What follows belongs to an exercise in optimizing a design on an open flow for small area, a short achievable clock period and few clock cycles; a production flow would make more cautious choices.
Function was checked by simulation only, so behaviour that the tests miss may differ from the original.
No activity file was given, so power comes from the tool's default toggle rates.

Setup of JK:
Design mem_stage, start of the top module:
module mem_stage (
	input  logic        clk,
	input  logic        rst,
	input  logic        mem_req_load,
	input  logic        mem_req_store,
	input  logic [31:0] mem_req_addr,
	input  logic [31:0] mem_req_mdr,
	input  logic [1:0]  mem_req_width,
	input  logic [3:0]  mem_req_rd_sel,
	input  logic [31:0] wr_val,
	input  logic        update_rd,
	input  logic [3:0]  rd_sel,
	input  logic        cache_instr,
	input  logic [1:0]  cache_op,
	input  logic        i_cacheop_complete,
	input  logic        d_cacheop_complete,
	input  logic        dbg_en,
	input  logic        dbg_req_access,
	input  logic        dbg_req_wr_en,
	input  logic [31:0] dbg_req_addr,
	input  logic [1:0]  dbg_req_width,
	input  logic [31:0] dbg_req_wr_val,
	output logic        wb_update_rd,
	output logic [3:0]  wb_rd_sel,
	output logic [31:0] wb_val,
	output logic        complete,
	output logic        data_abort,
	output logic        busy,
	output logic [31:0] dbg_rd_val,
	output logic        dbg_compl,
	output logic        i_inval,
	output logic        d_inval,
	output logic        d_flush,
	output logic [7:0]  i_idx,
	output logic [7:0]  d_idx
);
Settings: LEC_CHECK=0, CAP_MARGIN=20, CORE_MARGIN=2, CORE_UTILIZATION=65, SLEW_MARGIN=20, SYNTH_HIERARCHICAL=1, SYNTH_MEMORY_MAX_BITS=8192; clock period 12.0 ns.
standard.sh (not shown) runs the stock make flow with config.mk's settings and CLKGATE_MAP_FILE= SYNTH_SCRIPT=/design/flow/synth_recipe.tcl, a recipe that flattens the netlist after the stock synthesis.
==> flow/flow/run.sh <==
#!/bin/bash
# Standard synthesis and layout, with these changes to how the layout is made:
#  - timing repair aims well below the 12 ns clock (setup margin), so the
#    achieved period (12 ns less the worst slack) comes out short;
#  - clock tree: clkbuf_8 leaf buffers serving clusters of up to 16 sinks, and
#    no dummy loads, instead of ~200 clkbuf_16 leaves for ~2100 flip-flops;
#  - every port still gets its own buffer, but starting from buf_1 (repair
#    upsizes the ones on critical paths) rather than a delay cell;
#  - before global placement, flow/upsize.tcl gives the RAM's 64 read
#    word-select gates drive strength 4 (each drives 32 loads).
# make's own output goes to make_finish.log; each tool's log stays in orfs/logs.
set -euo pipefail
bash standard.sh \
  "CTS_ARGS=-sink_clustering_enable -repair_clock_nets -dont_use_dummy_load -sink_clustering_size 16 -sink_clustering_max_diameter 50 -buf_list sky130_fd_sc_hd__clkbuf_8" \
  "BUFFER_PORTS_ARGS=-buffer_cell sky130_fd_sc_hd__buf_1" \
  "PRE_GLOBAL_PLACE_TCL=$PWD/flow/upsize.tcl" \
  SETUP_SLACK_MARGIN=6.5 finish > make_finish.log 2>&1
==> flow/flow/upsize.tcl <==
# Sourced before global placement (PRE_GLOBAL_PLACE_TCL). Sets the starting
# drive strength of the gates that drive the design's long or heavily loaded
# nets: the RAM's index predecode, read word selects (32 loads each), write
# word enables, the shared RAM index and the write enable. Timing repair only
# works on the few worst paths, so these would otherwise stay at strength 1.
# Cells are found by the net they drive; each becomes the given strength of
# its own cell family.
set targets {
  {*u_data_ram.g_sel*u_sel.y}           4
  {*u_data_ram.g_sel*u_sel.a}           4
  {*u_data_ram.g_sel*u_sel.b}           4
  {*u_data_ram.g_we*u_word.a}           4
  {*u_data_ram.g_we*g_byte*u_byte.a}    2
  {acc_addr*}                           4
  {ram_we}                              4
}
set upsized 0
foreach inst [[ord::get_db_block] getInsts] {
  set master [[$inst getMaster] getName]
  if {![regexp {^(sky130_fd_sc_hd__[a-z0-9]+)_([0-9]+)$} $master -> family drive]} continue
  foreach it [$inst getITerms] {
    if {![$it isOutputSignal]} continue
    set net [$it getNet]
    if {$net eq "NULL"} continue
    set name [$net getName]
    foreach {pattern want} $targets {
      if {[string match $pattern $name] && $drive < $want
          && [[ord::get_db] findMaster ${family}_$want] ne "NULL"} {
        replace_cell [$inst getName] ${family}_$want
        incr upsized
        break
      }
    }
  }
}
puts "upsize.tcl: $upsized cells upsized"
Testbench counts of JK, summed over its fixed seeds: cycles 34,848.
What MS does differently from JK at the input level:
# JK
export LEC_CHECK = 0
export CAP_MARGIN = 20
export CORE_MARGIN = 2
export CORE_UTILIZATION = 65
export SLEW_MARGIN = 20
export SYNTH_HIERARCHICAL = 1
export SYNTH_MEMORY_MAX_BITS = 8192
create_clock -name core_clock -period 12.0 [get_ports {clk}]
# MS
export LEC_CHECK = 0
export CAP_MARGIN = 20
export CORE_MARGIN = 2
export CORE_UTILIZATION = 50
export SLEW_MARGIN = 20
export SYNTH_HIERARCHICAL = 1
export SYNTH_MEMORY_MAX_BITS = 8192
create_clock -name core_clock -period 12.0 [get_ports {clk}]
diff --git a/flow/flow/run.sh b/flow/flow/run.sh
--- a/flow/flow/run.sh
+++ b/flow/flow/run.sh
@@ -3,5 +3,5 @@
 #  - timing repair aims well below the 12 ns clock (setup margin), so the
 #    achieved period (12 ns less the worst slack) comes out short;
-#  - clock tree: clkbuf_8 leaf buffers serving clusters of up to 16 sinks, and
+#  - clock tree: clkbuf_8 leaf buffers serving clusters of up to 14 sinks, and
 #    no dummy loads, instead of ~200 clkbuf_16 leaves for ~2100 flip-flops;
 #  - every port still gets its own buffer, but starting from buf_1 (repair
@@ -12,5 +12,5 @@
 set -euo pipefail
 bash standard.sh \
-  "CTS_ARGS=-sink_clustering_enable -repair_clock_nets -dont_use_dummy_load -sink_clustering_size 16 -sink_clustering_max_diameter 50 -buf_list sky130_fd_sc_hd__clkbuf_8" \
+  "CTS_ARGS=-sink_clustering_enable -repair_clock_nets -dont_use_dummy_load -sink_clustering_size 14 -sink_clustering_max_diameter 50 -buf_list sky130_fd_sc_hd__clkbuf_8" \
   "BUFFER_PORTS_ARGS=-buffer_cell sky130_fd_sc_hd__buf_1" \
   "PRE_GLOBAL_PLACE_TCL=$PWD/flow/upsize.tcl" \
diff --git a/flow/flow/upsize.tcl b/flow/flow/upsize.tcl
--- a/flow/flow/upsize.tcl
+++ b/flow/flow/upsize.tcl
@@ -2,5 +2,6 @@
 # drive strength of the gates that drive the design's long or heavily loaded
 # nets: the RAM's index predecode, read word selects (32 loads each), write
-# word enables, the shared RAM index and the write enable. Timing repair only
+# word enables, the read OR tree's NOR stage (long wires to the data
+# register), the shared RAM index and the write enable. Timing repair only
 # works on the few worst paths, so these would otherwise stay at strength 1.
 # Cells are found by the net they drive; each becomes the given strength of
@@ -12,4 +13,5 @@
   {*u_data_ram.g_we*u_word.a}           4
   {*u_data_ram.g_we*g_byte*u_byte.a}    2
+  {*u_data_ram.g_bit*g_pair*u_p.y}      2
   {acc_addr*}                           4
   {ram_we}                              4
--- outcome ---
Every stage of the flow completed for MS, and the final layout passed the timing, DRC and antenna checks.
MS vs. JK: minimum period implied by the final worst setup slack now sits higher, global-route usage fell by 7.2 points, non-clock buffer count in the final layout moved down, final area rose by about 1.3%.
Compared with JK, MS shows a buffers plus inverters on the worst setup path that is 1 lower.
Side by side, total placed instance area turned out higher in MS than in JK.
Between JK and MS, share of the core filled with cells in the final layout decreased.
MS against JK: fill cell total of the finished layout rose by about 60%, synthesized-area fraction occupied by and/or/nand/nor cells stayed essentially flat.
The lower power in combinational cells came out of JK.
The initial antenna violation count in MS sits 9 below the value recorded for JK.
Input-level comparison between AL and MS:
# MS
export LEC_CHECK = 0
export CAP_MARGIN = 20
export CORE_MARGIN = 2
export CORE_UTILIZATION = 50
export SLEW_MARGIN = 20
export SYNTH_HIERARCHICAL = 1
export SYNTH_MEMORY_MAX_BITS = 8192
create_clock -name core_clock -period 12.0 [get_ports {clk}]
# AL
export LEC_CHECK = 0
export CAP_MARGIN = 20
export CORE_MARGIN = 2
export CORE_UTILIZATION = 65
export SLEW_MARGIN = 20
export SYNTH_HIERARCHICAL = 1
export SYNTH_MEMORY_MAX_BITS = 8192
create_clock -name core_clock -period 12.0 [get_ports {clk}]
diff --git a/flow/flow/run.sh b/flow/flow/run.sh
--- a/flow/flow/run.sh
+++ b/flow/flow/run.sh
@@ -3,5 +3,5 @@
 #  - timing repair aims well below the 12 ns clock (setup margin), so the
 #    achieved period (12 ns less the worst slack) comes out short;
-#  - clock tree: clkbuf_8 leaf buffers serving clusters of up to 14 sinks, and
+#  - clock tree: clkbuf_8 leaf buffers serving clusters of up to 16 sinks, and
 #    no dummy loads, instead of ~200 clkbuf_16 leaves for ~2100 flip-flops;
 #  - every port still gets its own buffer, but starting from buf_1 (repair
@@ -12,5 +12,5 @@
 set -euo pipefail
 bash standard.sh \
-  "CTS_ARGS=-sink_clustering_enable -repair_clock_nets -dont_use_dummy_load -sink_clustering_size 14 -sink_clustering_max_diameter 50 -buf_list sky130_fd_sc_hd__clkbuf_8" \
+  "CTS_ARGS=-sink_clustering_enable -repair_clock_nets -dont_use_dummy_load -sink_clustering_size 16 -sink_clustering_max_diameter 50 -buf_list sky130_fd_sc_hd__clkbuf_8" \
   "BUFFER_PORTS_ARGS=-buffer_cell sky130_fd_sc_hd__buf_1" \
   "PRE_GLOBAL_PLACE_TCL=$PWD/flow/upsize.tcl" \
## What came out
AL vs MS: horizontal extent of the die down by more than 10%. ~same total global routing overflow in MS and AL. | non-clock buffer count | AL vs MS | 3 higher |.
What TR does differently from AL at the input level:
diff --git a/flow/flow/run.sh b/flow/flow/run.sh
--- a/flow/flow/run.sh
+++ b/flow/flow/run.sh
@@ -3,5 +3,5 @@
 #  - timing repair aims well below the 12 ns clock (setup margin), so the
 #    achieved period (12 ns less the worst slack) comes out short;
-#  - clock tree: clkbuf_8 leaf buffers serving clusters of up to 16 sinks, and
+#  - clock tree: clkbuf_8 leaf buffers serving clusters of up to 14 sinks, and
 #    no dummy loads, instead of ~200 clkbuf_16 leaves for ~2100 flip-flops;
 #  - every port still gets its own buffer, but starting from buf_1 (repair
@@ -12,5 +12,5 @@
 set -euo pipefail
 bash standard.sh \
-  "CTS_ARGS=-sink_clustering_enable -repair_clock_nets -dont_use_dummy_load -sink_clustering_size 16 -sink_clustering_max_diameter 50 -buf_list sky130_fd_sc_hd__clkbuf_8" \
+  "CTS_ARGS=-sink_clustering_enable -repair_clock_nets -dont_use_dummy_load -sink_clustering_size 14 -sink_clustering_max_diameter 50 -buf_list sky130_fd_sc_hd__clkbuf_8" \
   "BUFFER_PORTS_ARGS=-buffer_cell sky130_fd_sc_hd__buf_1" \
   "PRE_GLOBAL_PLACE_TCL=$PWD/flow/upsize.tcl" \
## What came out
TR finished all stages; the layout is clean. The maximum frequency was comparable across AL and TR. As of TR, first-iteration DRC count had fallen by a few percent compared to AL. | core utilization | TR vs AL | ≈ equal |. Diff AL -> TR | via count of the first global-routing pass | increase of about 0.5%. As far as share of the synthesized area in compound gates (AO/OA/AOI/OAI) goes, AL and TR are indistinguishable; the numbers are identical.

what the ideal ports hide:
In the flow no input, the clock included, has a driving cell. The finished layouts below were timed again as built, in two steps. Step 1: set_driving_cell puts a clkbuf_16 on clk and a buf_2 on each other input, an assumption about the parent block. Step 2, shift: input delay + t, output delay - t, t = (earliest + latest rising clock arrival at the registers) / 2. This alone moves slack from input paths to output paths. Slacks: ideal ports / drivers / drivers and shift; pairs: ideal ports / drivers.
| run | t, ns | slack for setup (ns) | hold WS [ns] | latest minus earliest clock arrival (ns) |
|---|---|---|---|---|
| JK | 0.938 | 6.370 / 6.381 / 5.488 | 0.478 / 0.478 / 0.478 | 0.066 / 0.066 |
| MS | 1.004 | 6.336 / 6.315 / 5.772 | 0.476 / 0.476 / 0.476 | 0.135 / 0.136 |
| AL | 0.933 | 6.382 / 6.356 / 5.756 | 0.473 / 0.473 / 0.473 | 0.067 / 0.066 |
| TR | 0.931 | 6.382 / 6.357 / 5.763 | 0.473 / 0.473 / 0.473 | 0.066 / 0.066 |
After both steps setup and hold are still met in every run listed. The setup slack of JK, which loses most, moves by +0.011 ns with the drivers and by -0.882 ns with both steps.
